This is an optimization exercise on Yosys and OpenROAD, whose aim is small area, a short achievable clock period and few clock cycles, not a production implementation.
In this exercise RTL edits were held to simulation tests only and were not proved equivalent to the original.
The clock port is modelled as an ideal driver; clocking choices that lean on that would not hold on a real chip.
Power figures rest on the tool's default switching activity, not on a simulated workload.

==> design/flow/design.v <==
package sys_array_pkg;
  localparam int unsigned DefaultRow  = 4;
  localparam int unsigned DefaultCol  = 4;
  localparam int unsigned DefaultEs   = 8;
  localparam int unsigned DefaultKMax = 64;
endpackage
module pe_mac #(
  parameter int unsigned ES    = 8,
  parameter int unsigned ACC_W = 22
) (
  input  logic             clk,
  input  logic             i_clr,
  input  logic             i_signed,
  input  logic [ES-1:0]    i_a,
  input  logic [ES-1:0]    i_b,
  output logic [ACC_W-1:0] o_acc
);
  logic [ACC_W-1:0] r_acc;
  logic [ACC_W-1:0] w_acc_q;
  logic w_pp_0_0;
  logic w_pp_0_1;
  logic w_pp_0_2;
  logic w_pp_0_3;
  logic w_pp_0_4;
  logic w_pp_0_5;
  logic w_pp_0_6;
  logic w_pp_0_7;
  logic w_pp_1_0;
  logic w_pp_1_1;
  logic w_pp_1_2;
  logic w_pp_1_3;
  logic w_pp_1_4;
  logic w_pp_1_5;
  logic w_pp_1_6;
  logic w_pp_1_7;
  logic w_pp_2_0;
  logic w_pp_2_1;
  logic w_pp_2_2;
  logic w_pp_2_3;
  logic w_pp_2_4;
  logic w_pp_2_5;
  logic w_pp_2_6;
  logic w_pp_2_7;
  logic w_pp_3_0;
  logic w_pp_3_1;
  logic w_pp_3_2;
  logic w_pp_3_3;
  logic w_pp_3_4;
  logic w_pp_3_5;
  logic w_pp_3_6;
  logic w_pp_3_7;
  logic w_pp_4_0;
  logic w_pp_4_1;
  logic w_pp_4_2;
  logic w_pp_4_3;
  logic w_pp_4_4;
  logic w_pp_4_5;
  logic w_pp_4_6;
  logic w_pp_4_7;
  logic w_pp_5_0;
  logic w_pp_5_1;
  logic w_pp_5_2;
  logic w_pp_5_3;
  logic w_pp_5_4;
  logic w_pp_5_5;
  logic w_pp_5_6;
  logic w_pp_5_7;
  logic w_pp_6_0;
  logic w_pp_6_1;
  logic w_pp_6_2;
  logic w_pp_6_3;
  logic w_pp_6_4;
  logic w_pp_6_5;
  logic w_pp_6_6;
  logic w_pp_6_7;
  logic w_pp_7_0;
  logic w_pp_7_1;
  logic w_pp_7_2;
  logic w_pp_7_3;
  logic w_pp_7_4;
  logic w_pp_7_5;
  logic w_pp_7_6;
  logic w_pp_7_7;
  logic w_s1, w_c2;
  logic w_s3, w_c4;
  logic w_s5, w_c6;
  logic w_s7, w_c8;
  logic w_s9, w_c10;
  logic w_s11, w_c12;
  logic w_s13, w_c14;
  logic w_s15, w_c16;
  logic w_s17, w_c18;
  logic w_s19, w_c20;
  logic w_s21, w_c22;
  logic w_s23, w_c24;
  logic w_s25, w_c26;
  logic w_s27, w_c28;
  logic w_s29, w_c30;
  logic w_s31, w_c32;
  logic w_s33, w_c34;
  logic w_s35, w_c36;
  logic w_s37, w_c38;
  logic w_s39, w_c40;
  logic w_s41, w_c42;
  logic w_s43, w_c44;
  logic w_s45, w_c46;
  logic w_s47, w_c48;
  logic w_s49, w_c50;
  logic w_s51, w_c52;
  logic w_s53, w_c54;
  logic w_s55, w_c56;
  logic w_s57, w_c58;
  logic w_s59, w_c60;
  logic w_s61, w_c62;
  logic w_s63, w_c64;
  logic w_s65, w_c66;
  logic w_s67, w_c68;
  logic w_s69, w_c70;
  logic w_s71, w_c72;
  logic w_s73, w_c74;
  logic w_s75, w_c76;
  logic w_s77, w_c78;
  logic w_s79, w_c80;
  logic w_s81, w_c82;
  logic w_s83, w_c84;
  logic w_s85, w_c86;
  logic w_s87, w_c88;
  logic w_s89, w_c90;
  logic w_s91, w_c92;
  logic w_s93, w_c94;
  logic w_s95, w_c96;
  logic w_s97, w_c98;
  logic w_s99, w_c100;
  logic w_s101, w_c102;
  logic w_s103, w_c104;
  logic w_s105, w_c106;
  logic w_s107, w_c108;
  logic w_s109, w_c110;
  logic w_s111, w_c112;
  logic w_s113, w_c114;
  logic w_s115, w_c116;
  logic w_s117, w_c118;
  logic w_s119, w_c120;
  logic w_s121, w_c122;
  logic w_s123, w_c124;
  logic w_s125, w_c126;
  logic w_s127, w_c128;
  logic w_s129, w_c130;
  logic [ACC_W-1:0] w_sum;
  logic w_g131, w_p132;
  logic w_g133, w_p134;
  logic w_g135, w_p136;
  logic w_g137, w_p138;
  logic w_g139, w_p140;
  logic w_g141, w_p142;
  logic w_g143, w_p144;
  logic w_g145, w_p146;
  logic w_g147, w_p148;
  logic w_g149, w_p150;
  logic w_g151, w_p152;
  logic w_g153, w_p154;
  logic w_g155, w_p156;
  logic w_g157, w_p158;
  logic w_g159;
  logic w_gg160;
  logic w_gg161;
  logic w_pp162;
  logic w_gg163;
  logic w_pp164;
  logic w_gg165;
  logic w_pp166;
  logic w_gg167;
  logic w_pp168;
  logic w_gg169;
  logic w_pp170;
  logic w_gg171;
  logic w_pp172;
  logic w_gg173;
  logic w_gg174;
  logic w_gg175;
  logic w_pp176;
  logic w_gg177;
  logic w_pp178;
  logic w_gg179;
  logic w_pp180;
  logic w_gg181;
  logic w_pp182;
  logic w_gg183;
  logic w_gg184;
  logic w_gg185;
  logic w_gg186;
  logic w_gg187;
  logic w_pp188;
  logic w_gg189;
  logic w_pp190;
  logic w_gg191;
  logic w_gg192;
  logic w_gg193;
  logic w_gg194;
  logic w_gg195;
  logic w_gg196;
  logic w_sm197;
  logic w_sm198;
  logic w_sm199;
  logic w_sm200;
  logic w_sm201;
  logic w_sm202;
  logic w_sm203;
  logic w_sm204;
  logic w_sm205;
  logic w_sm206;
  logic w_sm207;
  logic w_sm208;
  logic w_sm209;
  logic w_sm210;
  logic [5:0] w_hi0, w_hi1;
  assign w_acc_q = i_clr ? '0 : r_acc;
  assign w_pp_0_0 = i_a[0] & i_b[0];
  assign w_pp_0_1 = i_a[0] & i_b[1];
  assign w_pp_0_2 = i_a[0] & i_b[2];
  assign w_pp_0_3 = i_a[0] & i_b[3];
  assign w_pp_0_4 = i_a[0] & i_b[4];
  assign w_pp_0_5 = i_a[0] & i_b[5];
  assign w_pp_0_6 = i_a[0] & i_b[6];
  assign w_pp_0_7 = (i_a[0] & i_b[7]) ^ i_signed;
  assign w_pp_1_0 = i_a[1] & i_b[0];
  assign w_pp_1_1 = i_a[1] & i_b[1];
  assign w_pp_1_2 = i_a[1] & i_b[2];
  assign w_pp_1_3 = i_a[1] & i_b[3];
  assign w_pp_1_4 = i_a[1] & i_b[4];
  assign w_pp_1_5 = i_a[1] & i_b[5];
  assign w_pp_1_6 = i_a[1] & i_b[6];
  assign w_pp_1_7 = (i_a[1] & i_b[7]) ^ i_signed;
  assign w_pp_2_0 = i_a[2] & i_b[0];
  assign w_pp_2_1 = i_a[2] & i_b[1];
  assign w_pp_2_2 = i_a[2] & i_b[2];
  assign w_pp_2_3 = i_a[2] & i_b[3];
  assign w_pp_2_4 = i_a[2] & i_b[4];
  assign w_pp_2_5 = i_a[2] & i_b[5];
  assign w_pp_2_6 = i_a[2] & i_b[6];
  assign w_pp_2_7 = (i_a[2] & i_b[7]) ^ i_signed;
  assign w_pp_3_0 = i_a[3] & i_b[0];
  assign w_pp_3_1 = i_a[3] & i_b[1];
  assign w_pp_3_2 = i_a[3] & i_b[2];
  assign w_pp_3_3 = i_a[3] & i_b[3];
  assign w_pp_3_4 = i_a[3] & i_b[4];
  assign w_pp_3_5 = i_a[3] & i_b[5];
  assign w_pp_3_6 = i_a[3] & i_b[6];
  assign w_pp_3_7 = (i_a[3] & i_b[7]) ^ i_signed;
  assign w_pp_4_0 = i_a[4] & i_b[0];
  assign w_pp_4_1 = i_a[4] & i_b[1];
  assign w_pp_4_2 = i_a[4] & i_b[2];
  assign w_pp_4_3 = i_a[4] & i_b[3];
  assign w_pp_4_4 = i_a[4] & i_b[4];
  assign w_pp_4_5 = i_a[4] & i_b[5];
  assign w_pp_4_6 = i_a[4] & i_b[6];
  assign w_pp_4_7 = (i_a[4] & i_b[7]) ^ i_signed;
  assign w_pp_5_0 = i_a[5] & i_b[0];
  assign w_pp_5_1 = i_a[5] & i_b[1];
  assign w_pp_5_2 = i_a[5] & i_b[2];
  assign w_pp_5_3 = i_a[5] & i_b[3];
  assign w_pp_5_4 = i_a[5] & i_b[4];
  assign w_pp_5_5 = i_a[5] & i_b[5];
  assign w_pp_5_6 = i_a[5] & i_b[6];
  assign w_pp_5_7 = (i_a[5] & i_b[7]) ^ i_signed;
  assign w_pp_6_0 = i_a[6] & i_b[0];
  assign w_pp_6_1 = i_a[6] & i_b[1];
  assign w_pp_6_2 = i_a[6] & i_b[2];
  assign w_pp_6_3 = i_a[6] & i_b[3];
  assign w_pp_6_4 = i_a[6] & i_b[4];
  assign w_pp_6_5 = i_a[6] & i_b[5];
  assign w_pp_6_6 = i_a[6] & i_b[6];
  assign w_pp_6_7 = (i_a[6] & i_b[7]) ^ i_signed;
  assign w_pp_7_0 = (i_a[7] & i_b[0]) ^ i_signed;
  assign w_pp_7_1 = (i_a[7] & i_b[1]) ^ i_signed;
  assign w_pp_7_2 = (i_a[7] & i_b[2]) ^ i_signed;
  assign w_pp_7_3 = (i_a[7] & i_b[3]) ^ i_signed;
  assign w_pp_7_4 = (i_a[7] & i_b[4]) ^ i_signed;
  assign w_pp_7_5 = (i_a[7] & i_b[5]) ^ i_signed;
  assign w_pp_7_6 = (i_a[7] & i_b[6]) ^ i_signed;
  assign w_pp_7_7 = i_a[7] & i_b[7];
  assign w_s1 = w_pp_0_5 ^ w_pp_1_4;
  assign w_c2 = w_pp_0_5 & w_pp_1_4;
  assign w_s3 = w_pp_0_6 ^ w_pp_1_5 ^ w_pp_2_4;
  assign w_c4 = (w_pp_0_6 & w_pp_1_5) | (w_pp_0_6 & w_pp_2_4) | (w_pp_1_5 & w_pp_2_4);
  assign w_s5 = w_pp_3_3 ^ w_pp_4_2;
  assign w_c6 = w_pp_3_3 & w_pp_4_2;
  assign w_s7 = w_pp_1_6 ^ w_pp_2_5 ^ w_pp_3_4;
  assign w_c8 = (w_pp_1_6 & w_pp_2_5) | (w_pp_1_6 & w_pp_3_4) | (w_pp_2_5 & w_pp_3_4);
  assign w_s9 = w_pp_4_3 ^ w_pp_5_2 ^ w_pp_6_1;
  assign w_c10 = (w_pp_4_3 & w_pp_5_2) | (w_pp_4_3 & w_pp_6_1) | (w_pp_5_2 & w_pp_6_1);
  assign w_s11 = w_pp_0_7 ^ w_pp_7_0;
  assign w_c12 = w_pp_0_7 & w_pp_7_0;
  assign w_s13 = w_pp_2_6 ^ w_pp_3_5 ^ w_pp_4_4;
  assign w_c14 = (w_pp_2_6 & w_pp_3_5) | (w_pp_2_6 & w_pp_4_4) | (w_pp_3_5 & w_pp_4_4);
  assign w_s15 = w_pp_5_3 ^ w_pp_6_2 ^ i_signed;
  assign w_c16 = (w_pp_5_3 & w_pp_6_2) | (w_pp_5_3 & i_signed) | (w_pp_6_2 & i_signed);
  assign w_s17 = w_pp_1_7 ^ w_pp_7_1 ^ w_acc_q[8];
  assign w_c18 = (w_pp_1_7 & w_pp_7_1) | (w_pp_1_7 & w_acc_q[8]) | (w_pp_7_1 & w_acc_q[8]);
  assign w_s19 = w_pp_3_6 ^ w_pp_4_5 ^ w_pp_5_4;
  assign w_c20 = (w_pp_3_6 & w_pp_4_5) | (w_pp_3_6 & w_pp_5_4) | (w_pp_4_5 & w_pp_5_4);
  assign w_s21 = w_pp_6_3 ^ w_pp_2_7 ^ w_pp_7_2;
  assign w_c22 = (w_pp_6_3 & w_pp_2_7) | (w_pp_6_3 & w_pp_7_2) | (w_pp_2_7 & w_pp_7_2);
  assign w_s23 = w_pp_4_6 ^ w_pp_5_5 ^ w_pp_6_4;
  assign w_c24 = (w_pp_4_6 & w_pp_5_5) | (w_pp_4_6 & w_pp_6_4) | (w_pp_5_5 & w_pp_6_4);
  assign w_s25 = w_pp_0_3 ^ w_pp_1_2;
  assign w_c26 = w_pp_0_3 & w_pp_1_2;
  assign w_s27 = w_pp_0_4 ^ w_pp_1_3 ^ w_pp_2_2;
  assign w_c28 = (w_pp_0_4 & w_pp_1_3) | (w_pp_0_4 & w_pp_2_2) | (w_pp_1_3 & w_pp_2_2);
  assign w_s29 = w_pp_3_1 ^ w_pp_4_0;
  assign w_c30 = w_pp_3_1 & w_pp_4_0;
  assign w_s31 = w_pp_2_3 ^ w_pp_3_2 ^ w_pp_4_1;
  assign w_c32 = (w_pp_2_3 & w_pp_3_2) | (w_pp_2_3 & w_pp_4_1) | (w_pp_3_2 & w_pp_4_1);
  assign w_s33 = w_pp_5_0 ^ w_s1 ^ w_acc_q[5];
  assign w_c34 = (w_pp_5_0 & w_s1) | (w_pp_5_0 & w_acc_q[5]) | (w_s1 & w_acc_q[5]);
  assign w_s35 = w_pp_5_1 ^ w_pp_6_0 ^ w_c2;
  assign w_c36 = (w_pp_5_1 & w_pp_6_0) | (w_pp_5_1 & w_c2) | (w_pp_6_0 & w_c2);
  assign w_s37 = w_s5 ^ w_acc_q[6] ^ w_s3;
  assign w_c38 = (w_s5 & w_acc_q[6]) | (w_s5 & w_s3) | (w_acc_q[6] & w_s3);
  assign w_s39 = w_c6 ^ w_c4 ^ w_acc_q[7];
  assign w_c40 = (w_c6 & w_c4) | (w_c6 & w_acc_q[7]) | (w_c4 & w_acc_q[7]);
  assign w_s41 = w_s7 ^ w_s9 ^ w_s11;
  assign w_c42 = (w_s7 & w_s9) | (w_s7 & w_s11) | (w_s9 & w_s11);
  assign w_s43 = w_c8 ^ w_c10 ^ w_s13;
  assign w_c44 = (w_c8 & w_c10) | (w_c8 & w_s13) | (w_c10 & w_s13);
  assign w_s45 = w_c12 ^ w_s15 ^ w_s17;
  assign w_c46 = (w_c12 & w_s15) | (w_c12 & w_s17) | (w_s15 & w_s17);
  assign w_s47 = w_c14 ^ w_acc_q[9] ^ w_s19;
  assign w_c48 = (w_c14 & w_acc_q[9]) | (w_c14 & w_s19) | (w_acc_q[9] & w_s19);
  assign w_s49 = w_c16 ^ w_c18 ^ w_s21;
  assign w_c50 = (w_c16 & w_c18) | (w_c16 & w_s21) | (w_c18 & w_s21);
  assign w_s51 = w_c20 ^ w_pp_3_7 ^ w_pp_7_3;
  assign w_c52 = (w_c20 & w_pp_3_7) | (w_c20 & w_pp_7_3) | (w_pp_3_7 & w_pp_7_3);
  assign w_s53 = w_acc_q[10] ^ w_s23 ^ w_c22;
  assign w_c54 = (w_acc_q[10] & w_s23) | (w_acc_q[10] & w_c22) | (w_s23 & w_c22);
  assign w_s55 = w_pp_5_6 ^ w_pp_6_5 ^ w_c24;
  assign w_c56 = (w_pp_5_6 & w_pp_6_5) | (w_pp_5_6 & w_c24) | (w_pp_6_5 & w_c24);
  assign w_s57 = w_pp_4_7 ^ w_pp_7_4 ^ w_acc_q[11];
  assign w_c58 = (w_pp_4_7 & w_pp_7_4) | (w_pp_4_7 & w_acc_q[11]) | (w_pp_7_4 & w_acc_q[11]);
  assign w_s59 = w_pp_6_6 ^ w_pp_5_7 ^ w_pp_7_5;
  assign w_c60 = (w_pp_6_6 & w_pp_5_7) | (w_pp_6_6 & w_pp_7_5) | (w_pp_5_7 & w_pp_7_5);
  assign w_s61 = w_pp_0_2 ^ w_pp_1_1;
  assign w_c62 = w_pp_0_2 & w_pp_1_1;
  assign w_s63 = w_pp_2_1 ^ w_pp_3_0 ^ w_s25;
  assign w_c64 = (w_pp_2_1 & w_pp_3_0) | (w_pp_2_1 & w_s25) | (w_pp_3_0 & w_s25);
  assign w_s65 = w_c26 ^ w_s29 ^ w_acc_q[4];
  assign w_c66 = (w_c26 & w_s29) | (w_c26 & w_acc_q[4]) | (w_s29 & w_acc_q[4]);
  assign w_s67 = w_c30 ^ w_c28 ^ w_s31;
  assign w_c68 = (w_c30 & w_c28) | (w_c30 & w_s31) | (w_c28 & w_s31);
  assign w_s69 = w_c32 ^ w_s35 ^ w_c34;
  assign w_c70 = (w_c32 & w_s35) | (w_c32 & w_c34) | (w_s35 & w_c34);
  assign w_s71 = w_c36 ^ w_c38 ^ w_s39;
  assign w_c72 = (w_c36 & w_c38) | (w_c36 & w_s39) | (w_c38 & w_s39);
  assign w_s73 = w_c40 ^ w_s43 ^ w_c42;
  assign w_c74 = (w_c40 & w_s43) | (w_c40 & w_c42) | (w_s43 & w_c42);
  assign w_s75 = w_c44 ^ w_s47 ^ w_c46;
  assign w_c76 = (w_c44 & w_s47) | (w_c44 & w_c46) | (w_s47 & w_c46);
  assign w_s77 = w_c48 ^ w_s51 ^ w_c50;
  assign w_c78 = (w_c48 & w_s51) | (w_c48 & w_c50) | (w_s51 & w_c50);
  assign w_s79 = w_c52 ^ w_s55 ^ w_s57;
  assign w_c80 = (w_c52 & w_s55) | (w_c52 & w_s57) | (w_s55 & w_s57);
  assign w_s81 = w_acc_q[12] ^ w_c56 ^ w_c58;
  assign w_c82 = (w_acc_q[12] & w_c56) | (w_acc_q[12] & w_c58) | (w_c56 & w_c58);
  assign w_s83 = w_pp_6_7 ^ w_pp_7_6 ^ w_acc_q[13];
  assign w_c84 = (w_pp_6_7 & w_pp_7_6) | (w_pp_6_7 & w_acc_q[13]) | (w_pp_7_6 & w_acc_q[13]);
  assign w_s85 = w_pp_0_1 ^ w_pp_1_0;
  assign w_c86 = w_pp_0_1 & w_pp_1_0;
  assign w_s87 = w_pp_2_0 ^ w_s61 ^ w_acc_q[2];
  assign w_c88 = (w_pp_2_0 & w_s61) | (w_pp_2_0 & w_acc_q[2]) | (w_s61 & w_acc_q[2]);
  assign w_s89 = w_c62 ^ w_acc_q[3] ^ w_s63;
  assign w_c90 = (w_c62 & w_acc_q[3]) | (w_c62 & w_s63) | (w_acc_q[3] & w_s63);
  assign w_s91 = w_s27 ^ w_c64 ^ w_s65;
  assign w_c92 = (w_s27 & w_c64) | (w_s27 & w_s65) | (w_c64 & w_s65);
  assign w_s93 = w_c66 ^ w_s33 ^ w_s67;
  assign w_c94 = (w_c66 & w_s33) | (w_c66 & w_s67) | (w_s33 & w_s67);
  assign w_s95 = w_c68 ^ w_s37 ^ w_s69;
  assign w_c96 = (w_c68 & w_s37) | (w_c68 & w_s69) | (w_s37 & w_s69);
  assign w_s97 = w_s41 ^ w_c70 ^ w_s71;
  assign w_c98 = (w_s41 & w_c70) | (w_s41 & w_s71) | (w_c70 & w_s71);
  assign w_s99 = w_c72 ^ w_s45 ^ w_s73;
  assign w_c100 = (w_c72 & w_s45) | (w_c72 & w_s73) | (w_s45 & w_s73);
  assign w_s101 = w_s49 ^ w_c74 ^ w_s75;
  assign w_c102 = (w_s49 & w_c74) | (w_s49 & w_s75) | (w_c74 & w_s75);
  assign w_s103 = w_s53 ^ w_c76 ^ w_s77;
  assign w_c104 = (w_s53 & w_c76) | (w_s53 & w_s77) | (w_c76 & w_s77);
  assign w_s105 = w_c54 ^ w_s79 ^ w_c78;
  assign w_c106 = (w_c54 & w_s79) | (w_c54 & w_c78) | (w_s79 & w_c78);
  assign w_s107 = w_s59 ^ w_c80 ^ w_s81;
  assign w_c108 = (w_s59 & w_c80) | (w_s59 & w_s81) | (w_c80 & w_s81);
  assign w_s109 = w_c60 ^ w_s83 ^ w_c82;
  assign w_c110 = (w_c60 & w_s83) | (w_c60 & w_c82) | (w_s83 & w_c82);
  assign w_s111 = w_pp_7_7 ^ w_acc_q[14] ^ w_c84;
  assign w_c112 = (w_pp_7_7 & w_acc_q[14]) | (w_pp_7_7 & w_c84) | (w_acc_q[14] & w_c84);
  assign w_s113 = i_signed ^ w_acc_q[15];
  assign w_c114 = i_signed & w_acc_q[15];
  assign w_s115 = i_signed ^ w_acc_q[16];
  assign w_c116 = i_signed & w_acc_q[16];
  assign w_s117 = i_signed ^ w_acc_q[17];
  assign w_c118 = i_signed & w_acc_q[17];
  assign w_s119 = i_signed ^ w_acc_q[18];
  assign w_c120 = i_signed & w_acc_q[18];
  assign w_s121 = i_signed ^ w_acc_q[19];
  assign w_c122 = i_signed & w_acc_q[19];
  assign w_s123 = i_signed ^ w_acc_q[20];
  assign w_c124 = i_signed & w_acc_q[20];
  assign w_s125 = i_signed ^ w_acc_q[21];
  assign w_c126 = i_signed & w_acc_q[21];
  assign w_s127 = w_pp_0_0 ^ w_acc_q[0];
  assign w_c128 = w_pp_0_0 & w_acc_q[0];
  assign w_s129 = w_acc_q[1] ^ w_s85 ^ w_c128;
  assign w_c130 = (w_acc_q[1] & w_s85) | (w_acc_q[1] & w_c128) | (w_s85 & w_c128);
  assign w_g131 = w_c86 & w_s87;
  assign w_p132 = w_c86 ^ w_s87;
  assign w_g133 = w_c88 & w_s89;
  assign w_p134 = w_c88 ^ w_s89;
  assign w_g135 = w_c90 & w_s91;
  assign w_p136 = w_c90 ^ w_s91;
  assign w_g137 = w_c92 & w_s93;
  assign w_p138 = w_c92 ^ w_s93;
  assign w_g139 = w_c94 & w_s95;
  assign w_p140 = w_c94 ^ w_s95;
  assign w_g141 = w_c96 & w_s97;
  assign w_p142 = w_c96 ^ w_s97;
  assign w_g143 = w_c98 & w_s99;
  assign w_p144 = w_c98 ^ w_s99;
  assign w_g145 = w_c100 & w_s101;
  assign w_p146 = w_c100 ^ w_s101;
  assign w_g147 = w_c102 & w_s103;
  assign w_p148 = w_c102 ^ w_s103;
  assign w_g149 = w_c104 & w_s105;
  assign w_p150 = w_c104 ^ w_s105;
  assign w_g151 = w_c106 & w_s107;
  assign w_p152 = w_c106 ^ w_s107;
  assign w_g153 = w_c108 & w_s109;
  assign w_p154 = w_c108 ^ w_s109;
  assign w_g155 = w_c110 & w_s111;
  assign w_p156 = w_c110 ^ w_s111;
  assign w_g157 = w_c112 & w_s113;
  assign w_p158 = w_c112 ^ w_s113;
  assign w_g159 = w_g131 | (w_p132 & w_c130);
  assign w_gg160 = w_g133 | (w_p134 & w_g159);
  assign w_gg161 = w_g137 | (w_p138 & w_g135);
  assign w_pp162 = w_p138 & w_p136;
  assign w_gg163 = w_g141 | (w_p142 & w_g139);
  assign w_pp164 = w_p142 & w_p140;
  assign w_gg165 = w_g145 | (w_p146 & w_g143);
  assign w_pp166 = w_p146 & w_p144;
  assign w_gg167 = w_g149 | (w_p150 & w_g147);
  assign w_pp168 = w_p150 & w_p148;
  assign w_gg169 = w_g153 | (w_p154 & w_g151);
  assign w_pp170 = w_p154 & w_p152;
  assign w_gg171 = w_g157 | (w_p158 & w_g155);
  assign w_pp172 = w_p158 & w_p156;
  assign w_gg173 = w_g135 | (w_p136 & w_gg160);
  assign w_gg174 = w_gg161 | (w_pp162 & w_gg160);
  assign w_gg175 = w_g143 | (w_p144 & w_gg163);
  assign w_pp176 = w_p144 & w_pp164;
  assign w_gg177 = w_gg165 | (w_pp166 & w_gg163);
  assign w_pp178 = w_pp166 & w_pp164;
  assign w_gg179 = w_g151 | (w_p152 & w_gg167);
  assign w_pp180 = w_p152 & w_pp168;
  assign w_gg181 = w_gg169 | (w_pp170 & w_gg167);
  assign w_pp182 = w_pp170 & w_pp168;
  assign w_gg183 = w_g139 | (w_p140 & w_gg174);
  assign w_gg184 = w_gg163 | (w_pp164 & w_gg174);
  assign w_gg185 = w_gg175 | (w_pp176 & w_gg174);
  assign w_gg186 = w_gg177 | (w_pp178 & w_gg174);
  assign w_gg187 = w_g155 | (w_p156 & w_gg181);
  assign w_pp188 = w_p156 & w_pp182;
  assign w_gg189 = w_gg171 | (w_pp172 & w_gg181);
  assign w_pp190 = w_pp172 & w_pp182;
  assign w_gg191 = w_g147 | (w_p148 & w_gg186);
  assign w_gg192 = w_gg167 | (w_pp168 & w_gg186);
  assign w_gg193 = w_gg179 | (w_pp180 & w_gg186);
  assign w_gg194 = w_gg181 | (w_pp182 & w_gg186);
  assign w_gg195 = w_gg187 | (w_pp188 & w_gg186);
  assign w_gg196 = w_gg189 | (w_pp190 & w_gg186);
  assign w_sm197 = w_p132 ^ w_c130;
  assign w_sm198 = w_p134 ^ w_g159;
  assign w_sm199 = w_p136 ^ w_gg160;
  assign w_sm200 = w_p138 ^ w_gg173;
  assign w_sm201 = w_p140 ^ w_gg174;
  assign w_sm202 = w_p142 ^ w_gg183;
  assign w_sm203 = w_p144 ^ w_gg184;
  assign w_sm204 = w_p146 ^ w_gg185;
  assign w_sm205 = w_p148 ^ w_gg186;
  assign w_sm206 = w_p150 ^ w_gg191;
  assign w_sm207 = w_p152 ^ w_gg192;
  assign w_sm208 = w_p154 ^ w_gg193;
  assign w_sm209 = w_p156 ^ w_gg194;
  assign w_sm210 = w_p158 ^ w_gg195;
  assign w_sum[1:0] = {w_s129, w_s127};
  assign w_sum[15:2] = {w_sm210, w_sm209, w_sm208, w_sm207, w_sm206, w_sm205, w_sm204, w_sm203, w_sm202, w_sm201, w_sm200, w_sm199, w_sm198, w_sm197};
  assign w_hi0 = {w_c124, w_c122, w_c120, w_c118, w_c116, w_c114} + {w_s125, w_s123, w_s121, w_s119, w_s117, w_s115};
  assign w_hi1 = {w_c124, w_c122, w_c120, w_c118, w_c116, w_c114} + {w_s125, w_s123, w_s121, w_s119, w_s117, w_s115} + 1'b1;
  assign w_sum[21:16] = w_gg196 ? w_hi1 : w_hi0;
  always_ff @(posedge clk) begin
    r_acc <= w_sum;
  end
  assign o_acc = r_acc;
endmodule
module systolic_array_os #(
  parameter int unsigned ROW   = sys_array_pkg::DefaultRow,
  parameter int unsigned COL   = sys_array_pkg::DefaultCol,
  parameter int unsigned ES    = sys_array_pkg::DefaultEs,
  parameter int unsigned K_MAX = sys_array_pkg::DefaultKMax,
  parameter int unsigned ACC_W = 2 * ES + $clog2(K_MAX)
) (
  input  logic                         clk,
  input  logic                         rst_n,
  input  logic                         start,
  input  logic [$clog2(K_MAX+1)-1:0]   k_len,
  input  logic                         signed_mode,
  input  logic                         in_vld,
  output logic                         in_rdy,
  input  logic [ROW*ES-1:0]            a_vec,
  input  logic [COL*ES-1:0]            b_vec,
  output logic                         out_vld,
  input  logic                         out_rdy,
  output logic [COL*ACC_W-1:0]         out_row,
  output logic [$clog2(ROW)-1:0]       out_row_idx,
  output logic                         out_last,
  output logic                         busy,
  output logic                         done
);
  localparam int unsigned KW = $clog2(K_MAX + 1);
  localparam int unsigned RW = $clog2(ROW);
  logic          r_feed;       
  logic          r_zero;       
  logic          r_first;      
  logic [KW-1:0] r_k_rem;      
  logic          r_signed;
  logic [ES-1:0] r_a_n [ROW];
  logic [ES-1:0] r_b_n [COL];
  logic [ROW-1:0] r_clr;       
  logic          r_last;       
  logic          r_out_vld;
  logic [RW-1:0] r_row;
  logic          r_row_last;   
  logic [ROW-1:0] r_row_sel;   
  logic          r_rdy_any;    
  logic          r_rdy_last;   
  logic [KW-1:0]    w_k_clamp;
  logic             w_start, w_acc_free, w_in_rdy, w_fire, w_issue, w_xfer;
  logic             w_feed_d, w_zero_d, w_first_d, w_last_d, w_out_vld_d, w_row_last_d;
  logic [RW-1:0]    w_row_d;
  logic [ACC_W-1:0] w_acc [ROW][COL];
  assign w_k_clamp = (k_len > KW'(K_MAX)) ? KW'(K_MAX) : k_len;
  assign w_start   = start & ~busy;
  assign w_xfer    = r_out_vld & out_rdy;
  assign w_acc_free = ~r_last & (~r_out_vld | (r_row_last & out_rdy));
  assign w_in_rdy   = r_rdy_any | (r_rdy_last & out_rdy);
  assign w_fire     = in_vld & w_in_rdy;
  assign w_issue    = w_fire | (r_zero & w_acc_free);
  always_comb begin
    w_feed_d  = r_feed;
    w_zero_d  = r_zero;
    w_first_d = r_first;
    if (w_start) begin
      w_feed_d  = (w_k_clamp != '0);
      w_zero_d  = (w_k_clamp == '0);
      w_first_d = 1'b1;
    end else begin
      if (w_fire) begin
        w_first_d = 1'b0;
        if (r_k_rem == KW'(1)) w_feed_d = 1'b0;
      end
      if (r_zero && w_acc_free) w_zero_d = 1'b0;
    end
    w_last_d     = w_issue & (r_zero | (r_k_rem == KW'(1)));
    w_out_vld_d  = r_out_vld;
    w_row_d      = r_row;
    w_row_last_d = r_row_last;
    if (r_last) begin
      w_out_vld_d  = 1'b1;
      w_row_d      = '0;
      w_row_last_d = 1'b0;
    end else if (w_xfer) begin
      w_out_vld_d  = ~r_row_last;
      w_row_d      = r_row + RW'(1);
      w_row_last_d = (r_row == RW'(ROW - 2));
    end
  end
  always_ff @(posedge clk) begin
    if (!rst_n) begin
      r_feed     <= 1'b0;
      r_zero     <= 1'b0;
      r_first    <= 1'b0;
      r_clr      <= '1;
      r_last     <= 1'b0;
      r_out_vld  <= 1'b0;
      r_row      <= '0;
      r_row_last <= 1'b0;
      r_row_sel  <= '0;
      r_rdy_any  <= 1'b0;
      r_rdy_last <= 1'b0;
    end else begin
      r_feed     <= w_feed_d;
      r_zero     <= w_zero_d;
      r_first    <= w_first_d;
      r_clr      <= {ROW{w_xfer}} & r_row_sel;
      r_last     <= w_last_d;
      r_out_vld  <= w_out_vld_d;
      r_row      <= w_row_d;
      r_row_last <= w_row_last_d;
      for (int r = 0; r < ROW; r++) r_row_sel[r] <= w_out_vld_d & (w_row_d == RW'(r));
      r_rdy_any  <= w_feed_d & (~w_first_d | (~w_last_d & ~w_out_vld_d));
      r_rdy_last <= w_feed_d & w_first_d & ~w_last_d & w_row_last_d;
    end
  end
  always_ff @(posedge clk) begin
    if (w_start) begin
      r_k_rem <= w_k_clamp;
    end else if (w_fire) begin
      r_k_rem <= r_k_rem - KW'(1);
    end
  end
  always_ff @(posedge clk) begin
    if (!rst_n) begin
      r_signed <= 1'b0;
    end else if (w_start) begin
      r_signed <= signed_mode;
    end
  end
  always_ff @(posedge clk) begin
    for (int r = 0; r < ROW; r++) r_a_n[r] <= ~((w_fire & rst_n) ? a_vec[r*ES +: ES] : '0);
    for (int c = 0; c < COL; c++) r_b_n[c] <= ~b_vec[c*ES +: ES];
  end
  for (genvar gr = 0; gr < ROW; gr++) begin : g_row
    for (genvar gc = 0; gc < COL; gc++) begin : g_col
      pe_mac #(
        .ES   (ES),
        .ACC_W(ACC_W)
      ) u_pe (
        .clk     (clk),
        .i_clr   (r_clr[gr]),
        .i_signed(r_signed),
        .i_a     (~r_a_n[gr]),
        .i_b     (~r_b_n[gc]),
        .o_acc   (w_acc[gr][gc])
      );
    end
  end
  always_comb begin
    out_row = '0;
    for (int r = 0; r < ROW; r++)
      for (int c = 0; c < COL; c++)
        out_row[c*ACC_W +: ACC_W] = out_row[c*ACC_W +: ACC_W] | (w_acc[r][c] & {ACC_W{r_row_sel[r]}});
  end
  assign in_rdy      = w_in_rdy;
  assign out_vld     = r_out_vld;
  assign out_row_idx = r_row;
  assign out_last    = r_row_last;
  assign busy        = r_feed | r_zero;
  assign done        = r_row_last & out_rdy;
endmodule
==> design/flow/flow/run.sh <==
#!/bin/bash
# Standard ORFS layout with these changes:
#  - synthesis skips Yosys's early "abc -fast", so full adders are extracted from the
#    RTL's own adder expressions (no inverters between adder cells); registers are
#    unchanged,
#  - ports are buffered with buf_2 instead of a delay buffer,
#  - repair_timing aims at a tighter setup margin,
#  - after clock tree synthesis, the operand and per-job control registers are clocked
#    from a short branch of buffers on the clock port (flow/early_clock.tcl): their
#    clock arrives earlier, which helps only their paths into the accumulators (paths
#    between registers); their paths from the inputs lose the same time.
set -u
sed -e 's/synth -nofsm -noshare/synth -nofsm -noshare -noabc/' synth_recipe.tcl > synth_noabc.tcl
A=(SYNTH_SCRIPT=$PWD/synth_noabc.tcl "BUFFER_PORTS_ARGS=-buffer_cell sky130_fd_sc_hd__buf_2" SETUP_SLACK_MARGIN=5.4)
bash standard.sh "${A[@]}" cts > standard_cts.log 2>&1
ODB=$PWD/orfs/results/sky130hd/systolic_array_os/base/4_cts.odb openroad -exit flow/early_clock.tcl > early_clock.log 2>&1
bash standard.sh "${A[@]}" finish > standard_finish.log 2>&1
==> design/flow/flow/early_clock.tcl <==
# Give the operand and per-job control registers an earlier clock. After clock tree
# synthesis they are moved from the tree's leaves to a shorter branch: one buffer on the
# clock port feeding a few leaf buffers, each placed at the centre of a group of nearby
# registers. Only these registers' paths into the accumulators gain; paths from the
# inputs into them lose.
# usage: openroad -exit early_clock2.tcl   (env: ODB = the CTS database, edited in place)
read_db $::env(ODB)
set db [ord::get_db]
set block [ord::get_db_block]
set clk [$block findNet clk]
set top_master [$db findMaster sky130_fd_sc_hd__clkbuf_16]
set leaf_master [$db findMaster sky130_fd_sc_hd__clkbuf_16]
set ngroups 8
set sinks {}
foreach inst [$block getInsts] {
  if {[regexp {^(r_a_n|r_b_n|r_signed|r_clr)} [$inst getName]]} {
    set it [$inst findITerm CLK]
    if {$it ne "NULL" && $it ne ""} { lappend sinks $inst }
  }
}
puts "early-clock sinks: [llength $sinks]"
# k-means on the register locations
set pts {}
foreach inst $sinks { lappend pts [$inst getLocation] }
set cent {}
for {set g 0} {$g < $ngroups} {incr g} {
  lappend cent [lindex $pts [expr {($g * [llength $pts]) / $ngroups}]]
}
for {set iter 0} {$iter < 20} {incr iter} {
  set assign {}
  foreach p $pts {
    set best 0; set bd 1e30
    for {set g 0} {$g < $ngroups} {incr g} {
      lassign [lindex $cent $g] cx cy
      lassign $p px py
      set d [expr {abs($px - $cx) + abs($py - $cy)}]
      if {$d < $bd} { set bd $d; set best $g }
    }
    lappend assign $best
  }
  set newc {}
  for {set g 0} {$g < $ngroups} {incr g} {
    set sx 0; set sy 0; set n 0
    foreach p $pts a $assign { if {$a == $g} { lassign $p px py; set sx [expr {$sx + $px}]; set sy [expr {$sy + $py}]; incr n } }
    if {$n > 0} { lappend newc [list [expr {$sx / $n}] [expr {$sy / $n}]] } else { lappend newc [lindex $cent $g] }
  }
  set cent $newc
}
# top buffer on the clock port, at the centre of the leaf buffers
set top [odb::dbInst_create $block $top_master clkbuf_early_top]
set topnet [odb::dbNet_create $block clknet_early_top]
$topnet setSigType CLOCK
[$top findITerm A] connect $clk
[$top findITerm X] connect $topnet
set tx 0; set ty 0; set nc 0
for {set g 0} {$g < $ngroups} {incr g} {
  set members {}
  foreach inst $sinks a $assign { if {$a == $g} { lappend members $inst } }
  if {[llength $members] == 0} { continue }
  set buf [odb::dbInst_create $block $leaf_master clkbuf_early_$g]
  set net [odb::dbNet_create $block clknet_early_$g]
  $net setSigType CLOCK
  [$buf findITerm A] connect $topnet
  [$buf findITerm X] connect $net
  foreach inst $members {
    set it [$inst findITerm CLK]
    $it disconnect
    $it connect $net
  }
  lassign [lindex $cent $g] cx cy
  $buf setLocation $cx $cy
  $buf setPlacementStatus PLACED
  set tx [expr {$tx + $cx}]; set ty [expr {$ty + $cy}]; incr nc
  puts "clkbuf_early_$g drives [llength $members] registers"
}
$top setLocation [expr {$tx / $nc}] [expr {$ty / $nc}]
$top setPlacementStatus PLACED
detailed_placement
check_placement
write_db $::env(ODB)
==> design/flow/standard.sh <==
#!/bin/bash
# synth_recipe.tcl (not shown) runs the flow's synth.tcl, then flattens the netlist and writes it again
# the make line also repeats each setting of config.mk as NAME=value (left out here)
make -C /OpenROAD-flow-scripts/flow DESIGN_CONFIG=/design/flow/config.mk WORK_HOME=/design/flow/orfs CLKGATE_MAP_FILE= SYNTH_SCRIPT=/design/flow/synth_recipe.tcl "${@:-finish}"
==> design/flow/config.mk <==
export PLATFORM = sky130hd
export DESIGN_NAME = systolic_array_os
export DESIGN_NICKNAME = systolic_array_os
export VERILOG_FILES = /design/flow/design.v
export SDC_FILE = /design/flow/constraint.sdc
export NUM_CORES = 4
export LEC_CHECK = 0
export CAP_MARGIN = 5
export CORE_MARGIN = 2
export CORE_UTILIZATION = 60
export CTS_CLUSTER_DIAMETER = 80
export CTS_CLUSTER_SIZE = 30
export SLEW_MARGIN = 5
==> design/flow/constraint.sdc <==
create_clock -name core_clock -period 10.0 [get_ports {clk}]
set_input_delay 2.0000 -clock core_clock [delete_from_list [all_inputs] [get_ports {clk}]]
set_output_delay 2.0000 -clock core_clock [all_outputs]
set_load 0.01 [all_outputs]
==> summary.txt, run 1 <==
post-layout instance count excluding filler cells: 6,415
class of the worst hold path: reg -> reg
NetSw: 3.00 mW
combined global-route utilization of all metal layers: 0.364
critical path, cell by cell: buf_6 -> a22oi_1 -> nand2_1 -> buf_2
peak per-stage delay on the critical path: 0.73 ns
average wire per cell in the routed design: 24.6 um
worst-case hold path end point: r_feed$_SDFF_PN0_
GRT overflow: 0
Final Wtd Congestion: 0.860
clk slew on worst S/H paths: 0.10 ns
proportion of layout cells with a drive suffix above 1: 0.117
top cell type's share of synthesized area: 0.347
dominant cells by area after synthesis: fa_1 35%, dfxtp_1 17%, ha_1 12%
Yosys warning total: 7
share of total power consumed by net switching: 0.387
worst-case register-to-register setup slack: 5.55 ns
number of levels in the clock H-tree: 2
DIE WIDTH: 297 um
Seq cells post-synth: 442
Clock Tree Root: clkbuf_16
maximum clock rate: 0.219 GHz
top cell type by total area after synthesis: fa_1
Port Buf Inserts: 171
reg2reg start: r_a_n[3][0]$_DFF_P_
number of standard cells after synthesis: 5,178
Synth Area per Inst: 9.98 sq um
post-synthesis net count: 6,666
critical path type: reg -> out
Final Skew: 0.220 ns
vias in the first global route: 41,700
worst vdd rail ir drop: 0.000161 V
slowest CP cell: dfxtp_4
run status: timing/DRC/antenna clean
Sink Count: 442
Final Critical Period: 4.56 ns
antenna violations before repair: 3
critical hold path startpoint: r_feed$_SDFF_PN0_
kind of end point of the critical path: primary output
die footprint: 0.0885 sq mm
site row count: 107
net count of the finished layout: 6,725
number of fill cells: 6,735
relative slew slack: 0.433
Antenna Nets Post-Route: 0
WP data arrival: 2.56 ns
Primary FF master, synth: dfxtp_1
setup total negative slack: 0 ns
number of cells on the worst reg-to-reg path: 12
number of hold violations in the final report: 0
RSZ-0062 raised after global routing: yes
category of the worst setup path launch point: register
Flop pwr share: 0.321
share of flip-flops with an asynchronous set or reset: 0
DRC violation total after the first TritonRoute iteration: 2,541
Cell variety after synth: 56
final-report setup violation count: 0
maximum number of pins on one net before global-route repair: 62
Crit Path Max Fanout: 47
Die Height: 297 um
num ports: 172
top library cells by usage in the layout, fill and taps aside: 1,084 x nor2_1, 854 x fa_1, 487 x ha_1
netlist area before placement: 0.0517 sq mm
clock share of power: 0.273
reported max-cap violation count: 0
vias per std cell: 6.02
first-pass GRT wire length: 244,000 um
register area share after synthesis: 0.173
Initial Util: 0.606
Skew-Pair Late Insertion Delay: 0.63 ns
internal power: 4.75 mW
DRC violation count after routing: 0
CORE AREA: 0.0853 sq mm
Worst-Margin Slew: 0.851 ns
HPWL Detailed: 102,000 um
leakage power total: 31.2 nW
dpl cells: 6,269
share of the clock period used by the worst path after layout: 0.456
count of flip-flops with a built-in enable after synthesis: 7
P&R area growth vs syn: 11.9%
worst-case clock buffer depth: 3
cell count of the worst hold path: 2
total wire length: 158,000 um
proportion of power drawn by combinational gates: 0.405
total power divided by cell area: 134 mW/mm^2
count of final max-slew check failures: 0
endpoint of the lowest-slack register-to-register path: g_row[3].g_col[2].u_pe.r_acc[17]$_DFF_P_
number of vias after detailed routing: 38,600
CTS tree: yes
first drt pass iteration count: 5
required time of the worst setup path: 8.00 ns
leading cell type in the layout, fill and taps excluded: nor2_1
number of buffers inserted during clock tree synthesis: 43
[what timing repair did]
item | in CTS | in global routing
hold buffers | 0 | 0
pin swaps | 10 | 3
setup buffers | 44 | 1
setup endpoints to repair | 237 | 22
cloned | 12 | 1
gates resized for setup | 143 | 21
[registers in the layout, summed over array words and instances, names as in the netlist]
name                    count
r_row_sel                   4
r_zero                      1
r_feed                      1
r_first                     1
r_clr                       4
r_a_n                      32
g_row.g_col.u_pe.r_acc    352
r_last                      1
r_row_last                  1
r_k_rem                     7
r_rdy_any                   1
r_rdy_last                  1
r_b_n                      32
r_out_vld                   1
r_row                       2
r_signed                    1
[cell usage after synthesis (25+ instances only)]
| library cell | instances |
|---|---|
| a21o_1 | 86 |
| a21oi_1 | 155 |
| a22oi_1 | 176 |
| buf_1 | 81 |
| buf_2 | 25 |
| clkbuf_1 | 195 |
| dfxtp_1 | 435 |
| fa_1 | 896 |
| ha_1 | 515 |
| inv_1 | 48 |
| nand2_1 | 237 |
| nand3_1 | 30 |
| nand4_1 | 36 |
| nor2_1 | 1087 |
| nor2b_1 | 366 |
| o21ai_0 | 57 |
| xnor2_1 | 177 |
| xor2_1 | 367 |
[area by class of cell]
cell class | instances | area (sq um) | area share
Antenna cell | 1 | 2.50 | 0.0000433
Buffer | 9 | 225 | 0.00390
Clock buffer | 45 | 1130 | 0.0195
Clock inverter | 33 | 445 | 0.00771
Inverter | 48 | 180 | 0.00312
Multi-Input combinational cell | 4386 | 42500 | 0.735
Sequential cell | 442 | 8980 | 0.155
Tap cell | 1144 | 1430 | 0.0248
Timing Repair Buffer | 307 | 2920 | 0.0505
[worst max-delay path by stage]
stage	start	endpoint	slack, ns
2_1_floorplan	r_signed$_SDFFE_PN0P_	g_row[0].g_col[3].u_pe.r_acc[17]$_DFF_P_	4.74
3_3_place_gp	r_signed$_SDFFE_PN0P_	g_row[0].g_col[0].u_pe.r_acc[21]$_DFF_P_	4.41
3_5_place_dp	r_signed$_SDFFE_PN0P_	g_row[0].g_col[0].u_pe.r_acc[21]$_DFF_P_	4.35
4_1_cts	r_a_n[0][2]$_DFF_P_	g_row[0].g_col[0].u_pe.r_acc[20]$_DFF_P_	5.36
5_1_grt	r_b_n[0][7]$_DFF_P_	g_row[0].g_col[0].u_pe.r_acc[21]$_DFF_P_	5.38
6_report	r_row_sel[0]$_SDFF_PN0_	out_row[34]	5.44
[through the flow]
step	cell area, sq um	util	total power, mW	hold slack (ns)	worst slack, ns
4_1_cts	57400	0.674	7.53	0.519	5.36
6_report	57800	0.678	7.75	0.514	5.44
3_5_place_dp	54400	0.638	5.54	0.506	4.35
5_1_grt	57800	0.678	8.26	0.558	5.38
3_3_place_gp	54400	0.638	5.48	0.498	4.41
2_1_floorplan	52900	-	4.84	0.469	4.74
[critical path, delay by kind of cell (launching register included)]
family / cells / cell delay (ns)
flops: 1 / 0.73
buf+inv: 2 / 0.67
simple gates: 1 / 0.31
compound gates: 1 / 0.19
[metal layers]
metal	part of all wire	global-route usage	vias up
li1	-	-	17000
met1	0.37	0.435	19700
met2	0.48	0.614	1465
met3	0.073	0.0643	490
met4	0.073	0.220	2
met5	0.000082	0	-
[power by group through the flow]
stage | clock network, mW | registers [mW] | logic [mW]
after global placement | 0 | 2.53 | 2.95
after global routing | 2.22 | 2.53 | 3.50
final | 2.12 | 2.49 | 3.14
after CTS | 1.92 | 2.49 | 3.13
after detailed placement | 0 | 2.53 | 3.01
after floorplan | 0 | 2.40 | 2.44
[cells by family (layout without fill, tap and decap cells)]
family                     after synthesis  count (layout)  synth area share
buffers and inverters                  350             442            0.0262
and+or+nand+nor                       1841            1841             0.159
muxes                                   16              16           0.00356
AOI/OAI and AO/OA                      574             574            0.0742
other                                    0               1                 0
DFF                                    442             442             0.173
xor gates and xnor gates               544             544            0.0922
adders and majority gates             1411            1411             0.472
Testbench counts, summed over its fixed seeds: cycles 12,017.
==> inputs of run 2 (changes only) <==
--- a/design/flow/flow/run.sh
+++ b/design/flow/flow/run.sh
@@ -11,7 +11,7 @@
 #    between registers); their paths from the inputs lose the same time.
 set -u
 sed -e 's/synth -nofsm -noshare/synth -nofsm -noshare -noabc/' synth_recipe.tcl > synth_noabc.tcl
-A=(SYNTH_SCRIPT=$PWD/synth_noabc.tcl "BUFFER_PORTS_ARGS=-buffer_cell sky130_fd_sc_hd__buf_2" SETUP_SLACK_MARGIN=5.4)
+A=(SYNTH_SCRIPT=$PWD/synth_noabc.tcl "BUFFER_PORTS_ARGS=-buffer_cell sky130_fd_sc_hd__buf_2" SETUP_SLACK_MARGIN=5.45)
 bash standard.sh "${A[@]}" cts > standard_cts.log 2>&1
 ODB=$PWD/orfs/results/sky130hd/systolic_array_os/base/4_cts.odb openroad -exit flow/early_clock.tcl > early_clock.log 2>&1
 bash standard.sh "${A[@]}" finish > standard_finish.log 2>&1
--- a/design/flow/config.mk
+++ b/design/flow/config.mk
@@ -8,6 +8,6 @@
 export CAP_MARGIN = 5
 export CORE_MARGIN = 2
 export CORE_UTILIZATION = 60
-export CTS_CLUSTER_DIAMETER = 80
-export CTS_CLUSTER_SIZE = 30
+export CTS_CLUSTER_DIAMETER = 100
+export CTS_CLUSTER_SIZE = 40
 export SLEW_MARGIN = 5
==> run 2 against run 1 <==
- clock skew is 0.059 ns lower
- worst setup slack got worse by 0.0076 ns
- clock power shrank 11%
- largest cell class unchanged
- cell area rose by 2.9%
- flip-flop and latch count unchanged
- worst hold slack got worse by 0.0066 ns
- register-to-register slack got worse by 0.03 ns
==> summary.txt, run 2 <==
run status: timing/DRC/antenna clean
top cell type by total area after synthesis: fa_1
Primary FF master, synth: dfxtp_1
combinational family with the most area after synthesis: adder cells
category of the worst setup path launch point: register
reported max-cap violation count: 0 (unchanged)
Seq cells post-synth: 442 (unchanged)
DIE WIDTH: 297 um (unchanged)
CORE AREA: 0.0853 sq mm (unchanged)
total wire length: 166,000 um (+4.9%)
leakage power total: 31.9 nW (+2.4%)
num ports: 172 (unchanged)
netlist area before placement: 0.0517 sq mm (unchanged)
top cell type's share of synthesized area: 0.347 (unchanged)
Crit Path Max Fanout: 45 (-4.3%)
total power draw: 7.63 mW (-1.6%)
leading cell type in the layout, fill and taps excluded: nor2_1
Final Critical Period: 4.57 ns (+0.00757 ns)
HPWL Detailed: 101,000 um (-0.84%)
post-layout instance count excluding filler cells: 6,514 (+1.5%)
WP data arrival: 2.57 ns (about the same)
class of the worst hold path: reg -> reg
Post-CTS Hold Fix Bufs: 0 (unchanged)
number of flip-flops under the largest register name: 352 (unchanged)
first drt pass iteration count: 5 (unchanged)
number of buffers inserted during clock tree synthesis: 34 (-21%)
Initial Util: 0.606 (unchanged)
site row count: 107 (unchanged)
worst vdd rail ir drop: 0.000145 V (-9.9%)
die footprint: 0.0885 sq mm (unchanged)
dpl cells: 6,272 (+0.048%)
simple-gate share of the synthesized area: 0.159 (unchanged)
Clock Tree Root: clkbuf_16
critical path type: reg -> out
Yosys warning total: 7 (unchanged)
net count of the finished layout: 6,827 (+1.5%)
combined global-route utilization of all metal layers: 0.370 (+0.00627)
fraction of the mapped netlist area in compound gates: 0.0742 (unchanged)
Antenna Nets Post-Route: 0 (unchanged)
GRT overflow: 0 (unchanged)
vias per std cell: 6.03 (+0.26%)
RSZ-0062 raised after global routing: yes
mux cell area share after synthesis: 0.00356 (unchanged)
Final Wtd Congestion: 0.861 (about the same)
first-pass GRT wire length: 248,000 um (+1.6%)
kind of end point of the critical path: primary output
worst-case clock buffer depth: 3 (unchanged)
DRC violation total after the first TritonRoute iteration: 2,793 (+9.9%)
Die Height: 297 um (unchanged)
P&R area growth vs syn: 15.1%
maximum clock rate: 0.219 GHz (-0.17%)
Final Skew: 0.161 ns (-0.0595 ns)
DRC violation count after routing: 0 (unchanged)
Skew-Pair Late Insertion Delay: 0.61 ns (-0.02 ns)
Sink Count: 442 (unchanged)
number of hold violations in the final report: 0 (unchanged)
number of levels in the clock H-tree: 2 (unchanged)
area of the multi-input gates: 0.0428 sq mm (+0.71%)
number of fill cells: 6,598 (-2.0%)
Cell variety after synth: 56 (unchanged)
required time of the worst setup path: 8.00 ns (about the same)
largest registers: g_row.g_col.u_pe.r_acc x352, r_a_n x32, r_b_n x32
CTS tree: yes
register area share after synthesis: 0.173 (unchanged)
final-report setup violation count: 0 (unchanged)
total area of sequential cells: 0.00904 sq mm (+0.64%)
Synth Area per Inst: 9.98 sq um (unchanged)
commonest cells in the synthesized netlist: 1,087 x nor2_1, 896 x fa_1, 515 x ha_1
share of flip-flops with an asynchronous set or reset: 0 (unchanged)
count of flip-flops with a built-in enable after synthesis: 7 (unchanged)
total power divided by cell area: 128 mW/mm^2 (-4.4%)
Port Buf Inserts: 171 (unchanged)
top library cells by usage in the layout, fill and taps aside: 1,073 x nor2_1, 849 x fa_1, 476 x ha_1
adder-cell share of the synthesized area: 0.472 (unchanged)
dominant cells by area after synthesis: fa_1 35%, dfxtp_1 17%, ha_1 12%
post-synthesis net count: 6,666 (unchanged)
setup total negative slack: 0 ns (unchanged)
antenna violations before repair: 8 (+5)
vias in the first global route: 42,200 (+1.2%)
maximum number of pins on one net before global-route repair: 65 (+4.8%)
top register by number of flip-flops: g_row.g_col.u_pe.r_acc
number of standard cells after synthesis: 5,178 (unchanged)
average wire per cell in the routed design: 25.4 um (+3.4%)
number of vias after detailed routing: 39,300 (+1.8%)
relative slew slack: 0.438 (+0.00511)
share of the clock period used by the worst path after layout: 0.457 (+0.000757)
Worst-Margin Slew: 0.843 ns (-0.00766 ns)
count of final max-slew check failures: 0 (unchanged)
most repeated cell in the gate-level netlist after synthesis: nor2_1
clk slew on worst S/H paths: 0.10 ns (about the same)
Post-Synth XOR/XNOR Area: 0.0922 (unchanged)
proportion of layout cells with a drive suffix above 1: 0.143 (+0.0263)
## run 2: changes by cell type in the layout (fill, tap and decap cells not counted), moves of 7 or more
cell | previous run | this run
nor2_2 | 2 | 12
ha_4 | 27 | 36
dfxtp_1 | 414 | 396
dfxtp_4 | 16 | 30
bufbuf_16 | 8 | 18
a21oi_1 | 114 | 107
ha_1 | 487 | 476
buf_4 | 45 | 110
nor2_1 | 1084 | 1073
buf_12 | 37 | 63
## run 2: stage by stage
stage / utilization / area, sq um / hold WS [ns] / setup slack (ns)
floorplan: - / 52900 / 0.469 / 4.74
global placement: 0.638 / 54400 / 0.499 / 4.07
detailed placement: 0.638 / 54400 / 0.496 / 3.96
CTS: 0.683 / 58300 / 0.512 / 5.36
global route: 0.697 / 59500 / 0.553 / 5.39
finish: 0.697 / 59500 / 0.507 / 5.43
## run 2: repair_timing
| item | 4_1_cts | 5_1_grt |
|---|---|---|
| buffers inserted | 88 | 48 |
| pin swaps | 38 | 24 |
| resized for setup | 239 | 64 |
| endpoints found under the setup margin | 272 | 38 |
| cloned | 19 | 11 |
| hold endpoints to repair | 0 | 0 |
## run 2: cells by family (layout without fill, tap and decap cells)
| logic type | after synthesis | in the layout |
|---|---|---|
| simple gates | 1841 | 1841 |
| fa+ha+maj | 1411 | 1411 |
| compound gates | 574 | 574 |
| xor+xnor | 544 | 544 |
| flops | 442 | 442 |
| buf+inv | 350 | 535 |
| mux | 16 | 16 |
| other cells | 0 | 7 |
## run 2: where the power goes
group	leakage (nW)	switching, mW	internal [mW]	total (mW)
Clock	0.717	0.981	0.897	1.88
Sequential	3.68	0.277	2.21	2.49
Combinational	27.5	1.73	1.54	3.26
Total	31.9	2.99	4.65	7.63
## run 2: area by class of cell
class / instances / share of cell area
clock buffer: 37 / 0.0152
inverter: 48 / 0.00303
antenna: 7 / 0.000295
timing repair buffer: 418 / 0.0766
multi-input combinational: 4386 / 0.719
clock inverter: 23 / 0.00570
tap: 1144 / 0.0241
sequential: 442 / 0.152
buffer: 9 / 0.00379
## run 2: path summary, 6_finish.rpt
path	from	to	slack [ns]	cells after the start
worst max register to register	r_a_n[2][5]$_DFF_P_	g_row[2].g_col[2].u_pe.r_acc[17]$_DFF_P_	5.52	13
worst min-delay path	r_row_last$_SDFF_PN0_	r_row_last$_SDFF_PN0_	0.51	2
worst min register to register	r_row_last$_SDFF_PN0_	r_row_last$_SDFF_PN0_	0.51	2
worst max-delay path	r_row_sel[3]$_SDFF_PN0_	out_row[45]	5.43	4
## run 2: routing by layer
| metal | GRT usage | up-vias | wire [um] |
|---|---|---|---|
| met5 | 0 | - | 80 |
| met4 | 0.203 | 12 | 11000 |
| met3 | 0.0756 | 561 | 14600 |
| met2 | 0.620 | 1683 | 78900 |
| met1 | 0.448 | 19900 | 61000 |
| li1 | - | 17200 | - |
## run 2: worst max-delay path: stages (launching register included)
cell	delay, ns
dfxtp_4	0.64
buf_8	0.43
a22oi_1	0.16
nand2_1	0.46
buf_2	0.23
==> inputs of run 3 (changes only) <==
--- a/design/flow/flow/run.sh
+++ b/design/flow/flow/run.sh
@@ -11,7 +11,7 @@
 #    between registers); their paths from the inputs lose the same time.
 set -u
 sed -e 's/synth -nofsm -noshare/synth -nofsm -noshare -noabc/' synth_recipe.tcl > synth_noabc.tcl
-A=(SYNTH_SCRIPT=$PWD/synth_noabc.tcl "BUFFER_PORTS_ARGS=-buffer_cell sky130_fd_sc_hd__buf_2" SETUP_SLACK_MARGIN=5.45)
+A=(SYNTH_SCRIPT=$PWD/synth_noabc.tcl "BUFFER_PORTS_ARGS=-buffer_cell sky130_fd_sc_hd__buf_2" SETUP_SLACK_MARGIN=5.4)
 bash standard.sh "${A[@]}" cts > standard_cts.log 2>&1
-ODB=$PWD/orfs/results/sky130hd/systolic_array_os/base/4_cts.odb openroad -exit flow/early_clock.tcl > early_clock.log 2>&1
+ODB=$PWD/orfs/results/sky130hd/systolic_array_os/base/4_cts.odb NGROUPS=4 openroad -exit flow/early_clock.tcl > early_clock.log 2>&1
 bash standard.sh "${A[@]}" finish > standard_finish.log 2>&1
--- a/design/flow/flow/early_clock.tcl
+++ b/design/flow/flow/early_clock.tcl
@@ -9,8 +9,9 @@
 set block [ord::get_db_block]
 set clk [$block findNet clk]
 set top_master [$db findMaster sky130_fd_sc_hd__clkbuf_16]
-set leaf_master [$db findMaster sky130_fd_sc_hd__clkbuf_16]
-set ngroups 8
+set leaf_master [$db findMaster [expr {[info exists ::env(LEAF)] ? $::env(LEAF) : "sky130_fd_sc_hd__clkbuf_16"}]]
+set ngroups [expr {[info exists ::env(NGROUPS)] ? $::env(NGROUPS) : 8}]
+set onelevel [expr {[info exists ::env(ONELEVEL)] ? $::env(ONELEVEL) : 0}]
 set sinks {}
 foreach inst [$block getInsts] {
   if {[regexp {^(r_a_n|r_b_n|r_signed|r_clr)} [$inst getName]]} {
@@ -47,11 +48,15 @@
   set cent $newc
 }
 # top buffer on the clock port, at the centre of the leaf buffers
-set top [odb::dbInst_create $block $top_master clkbuf_early_top]
-set topnet [odb::dbNet_create $block clknet_early_top]
-$topnet setSigType CLOCK
-[$top findITerm A] connect $clk
-[$top findITerm X] connect $topnet
+if {$onelevel} {
+  set topnet $clk
+} else {
+  set top [odb::dbInst_create $block $top_master clkbuf_early_top]
+  set topnet [odb::dbNet_create $block clknet_early_top]
+  $topnet setSigType CLOCK
+  [$top findITerm A] connect $clk
+  [$top findITerm X] connect $topnet
+}
 set tx 0; set ty 0; set nc 0
 for {set g 0} {$g < $ngroups} {incr g} {
   set members {}
@@ -73,8 +78,10 @@
   set tx [expr {$tx + $cx}]; set ty [expr {$ty + $cy}]; incr nc
   puts "clkbuf_early_$g drives [llength $members] registers"
 }
-$top setLocation [expr {$tx / $nc}] [expr {$ty / $nc}]
-$top setPlacementStatus PLACED
+if {!$onelevel} {
+  $top setLocation [expr {$tx / $nc}] [expr {$ty / $nc}]
+  $top setPlacementStatus PLACED
+}
 detailed_placement
 check_placement
 write_db $::env(ODB)
==> run 3 against run 2 <==
- still clean on timing, DRC and antenna
- cell count down 1.8%
- synthesized cell count unchanged
- clock power about the same
- sequential power about the same
- cell area down 3.4%
- largest cell class unchanged
- largest power group unchanged
- highest routed layer unchanged
==> summary.txt, run 3 <==
number of standard cells after synthesis: 5,178 (unchanged)
clock share of power: 0.247 (about the same)
setup total negative slack: 0 ns (unchanged)
proportion of layout cells with a drive suffix above 1: 0.114 (-0.0288)
top register by number of flip-flops: g_row.g_col.u_pe.r_acc
DRC violation total after the first TritonRoute iteration: 2,694 (-3.5%)
netlist area before placement: 0.0517 sq mm (unchanged)
count of flip-flops with a built-in enable after synthesis: 7 (unchanged)
number of levels in the clock H-tree: 2 (unchanged)
antenna violations before repair: 6 (-2)
commonest cells in the synthesized netlist: 1,087 x nor2_1, 896 x fa_1, 515 x ha_1
Cell variety after synth: 56 (unchanged)
kind of end point of the critical path: primary output
most repeated cell in the gate-level netlist after synthesis: nor2_1
Primary FF master, synth: dfxtp_1
Yosys warning total: 7 (unchanged)
post-synthesis net count: 6,666 (unchanged)
Sink Count: 442 (unchanged)
proportion of power drawn by combinational gates: 0.420 (-0.008)
Final Wtd Congestion: 0.860 (about the same)
number of vias after detailed routing: 38,600 (-1.9%)
count of final max-slew check failures: 0 (unchanged)
total wire length: 156,000 um (-5.5%)
maximum number of pins on one net before global-route repair: 62 (-4.6%)
critical path, cell by cell: buf_6 -> a22oi_1 -> nand2_1 -> buf_2
run status: timing/DRC/antenna clean
reported max-cap violation count: 0 (unchanged)
category of the worst setup path launch point: register
slowest CP cell: dfxtp_4
Synth Area per Inst: 9.98 sq um (unchanged)
required time of the worst setup path: 8.00 ns (about the same)
final cell utilization of the core: 0.673 (-0.0238)
combined global-route utilization of all metal layers: 0.360 (-0.00982)
DRC violation count after routing: 0 (unchanged)
peak per-stage delay on the critical path: 0.72 ns (+0.08 ns)
Initial Util: 0.606 (unchanged)
Post-CTS Hold Fix Bufs: 0 (unchanged)
relative slew slack: 0.430 (-0.00803)
Skew-Pair Late Insertion Delay: 0.62 ns (about the same)
internal power: 4.60 mW (-0.88%)
dominant cells by area after synthesis: fa_1 35%, dfxtp_1 17%, ha_1 12%
Flop pwr share: 0.333 (+0.007)
die footprint: 0.0885 sq mm (unchanged)
critical path type: reg -> out
Crit Path Max Fanout: 46 (+2.2%)
CORE AREA: 0.0853 sq mm (unchanged)
leading cell type in the layout, fill and taps excluded: nor2_1
Clock Tree Root: clkbuf_16
top library cells by usage in the layout, fill and taps aside: 1,084 x nor2_1, 854 x fa_1, 487 x ha_1
first drt pass iteration count: 5 (unchanged)
number of flip-flops under the largest register name: 352 (unchanged)
number of buffers inserted during clock tree synthesis: 34 (unchanged)
num ports: 172 (unchanged)
leakage power total: 31.0 nW (-2.9%)
dpl cells: 6,269 (-0.048%)
Antenna Nets Post-Route: 0 (unchanged)
net count of the finished layout: 6,716 (-1.6%)
average wire per cell in the routed design: 24.4 um (-3.8%)
total power draw: 7.48 mW (-2.0%)
number of hold violations in the final report: 0 (unchanged)
first-pass GRT wire length: 242,000 um (-2.4%)
top cell type by total area after synthesis: fa_1
GRT overflow: 0 (unchanged)
Port Buf Inserts: 171 (unchanged)
site row count: 107 (unchanged)
vias per std cell: 6.03 (about the same)
share of the clock period used by the worst path after layout: 0.458 (+0.000769)
WP data arrival: 2.58 ns (about the same)
number of fill cells: 6,762 (+2.5%)
NetSw: 2.88 mW (-3.7%)
vias in the first global route: 41,400 (-2.0%)
class of the worst hold path: reg -> reg
register area share after synthesis: 0.173 (unchanged)
total power divided by cell area: 130 mW/mm^2 (+1.5%)
clk slew on worst S/H paths: 0.09 ns (about the same)
Final Critical Period: 4.58 ns (+0.00769 ns)
top cell type's share of synthesized area: 0.347 (unchanged)
n_diodes: 0 (-7)
CTS tree: yes
RSZ-0062 raised after global routing: no
Die Height: 297 um (unchanged)
Final Skew: 0.239 ns (+0.0782 ns)
worst-case clock buffer depth: 3 (unchanged)
P&R area growth vs syn: 11.2%
worst vdd rail ir drop: 0.000148 V (+2.2%)
largest registers: g_row.g_col.u_pe.r_acc x352, r_a_n x32, r_b_n x32
maximum clock rate: 0.218 GHz (-0.17%)
final-report setup violation count: 0 (unchanged)
Worst-Margin Slew: 0.855 ns (+0.0120 ns)
share of total power consumed by net switching: 0.384 (-0.00678)
share of flip-flops with an asynchronous set or reset: 0 (unchanged)
HPWL Detailed: 102,000 um (+0.85%)
DIE WIDTH: 297 um (unchanged)
post-layout instance count excluding filler cells: 6,397 (-1.8%)
Seq cells post-synth: 442 (unchanged)
-- run 3: cell counts after synthesis --
Identical to the previous run, type by type.
-- run 3: repair_timing --
item,4_1_cts,5_1_grt
pin swaps,10,2
endpoints found under the setup margin,224,13
gates resized for setup,156,6
gates cloned,12,1
hold endpoints to repair,0,0
setup buffers,47,2
-- run 3: per-stage QoR --
stage          instance area [sq um]  setup WS [ns]  hold slack, ns
5_1_grt                        57400           5.40           0.557
4_1_cts                        57200           5.37           0.519
3_5_place_dp                   54400           4.35           0.506
2_1_floorplan                  52900           4.74           0.469
3_3_place_gp                   54400           4.41           0.498
6_report                       57400           5.42           0.522
-- run 3: final timing paths --
path	from	to	slack, ns	depth (start not counted)
min	r_row_last$_SDFF_PN0_	r_row_last$_SDFF_PN0_	0.52	2
min reg2reg	r_row_last$_SDFF_PN0_	r_row_last$_SDFF_PN0_	0.52	2
max reg2reg	r_a_n[1][4]$_DFF_P_	g_row[1].g_col[1].u_pe.r_acc[17]$_DFF_P_	5.56	13
max	r_row_sel[1]$_SDFF_PN0_	out_row[34]	5.42	4
-- run 3: power groups by stage --
stage	registers (mW)	clock network, mW	logic (mW)
after floorplan	2.40	0	2.44
after global placement	2.53	0	2.95
after detailed placement	2.53	0	3.01
after CTS	2.49	1.72	3.13
after global routing	2.53	1.93	3.51
final	2.49	1.85	3.14
-- run 3: worst max-delay path: cells and delay by family (launching register included) --
family,cells,cell delay [ns]
and+or+nand+nor,1,0.32
DFF,1,0.72
AOI/OAI and AO/OA,1,0.22
buffers and inverters,2,0.67
-- run 3: cells by family after synthesis --
family,Yosys count,share of synthesized area
AND/OR/NAND/NOR,1841,0.159
adder cells (fa/ha/maj),1411,0.472
multiplexers,16,0.00356
buffers and inverters,350,0.0262
XOR/XNOR,544,0.0922
flip-flops,442,0.173
AO/OA/AOI/OAI,574,0.0742
-- run 3: cell type report --
class | count | area [sq um] | area share
multi-input cells | 4386 | 42500 | 0.739
flip-flops and latches | 442 | 8990 | 0.156
repair buffers | 311 | 2930 | 0.0511
well taps | 1144 | 1430 | 0.0249
clock buffers | 41 | 961 | 0.0167
clock inverters | 20 | 344 | 0.00599
inverters | 48 | 180 | 0.00314
plain buffers | 5 | 125 | 0.00218
-- run 3: per-layer routing --
metal  global-route usage  part of all wire
met4                0.195             0.066
met3               0.0500             0.066
met2                0.619              0.49
met1                0.440              0.38
met5                    0           0.00031

[what the ideal ports hide]
In the flow no input, the clock included, has a driving cell. The finished layouts below were timed again as built, in two steps. Step 1, drivers: a clkbuf_16 drives clk and a buf_2 each remaining input, both assumed. Step 2 times the ports against the registers' clock, not the clock port: input delays grow and output delays shrink by t, the midpoint of the rising clock arrivals with the driver on. a / b / c = no drivers / after step 1 / after step 2; a / b = the first two.
| run | t, ns | setup WS [ns] | worst data-port slew with drivers (ns) |
|---|---|---|---|
| run 1 | 0.601 | 5.436 / 5.356 / 5.540 | 0.04 |
| run 2 | 0.610 | 5.429 / 5.345 / 5.518 | 0.17 |
| run 3 | 0.577 | 5.421 / 5.344 / 5.542 | 0.04 |
After both steps every run listed still meets setup and hold.
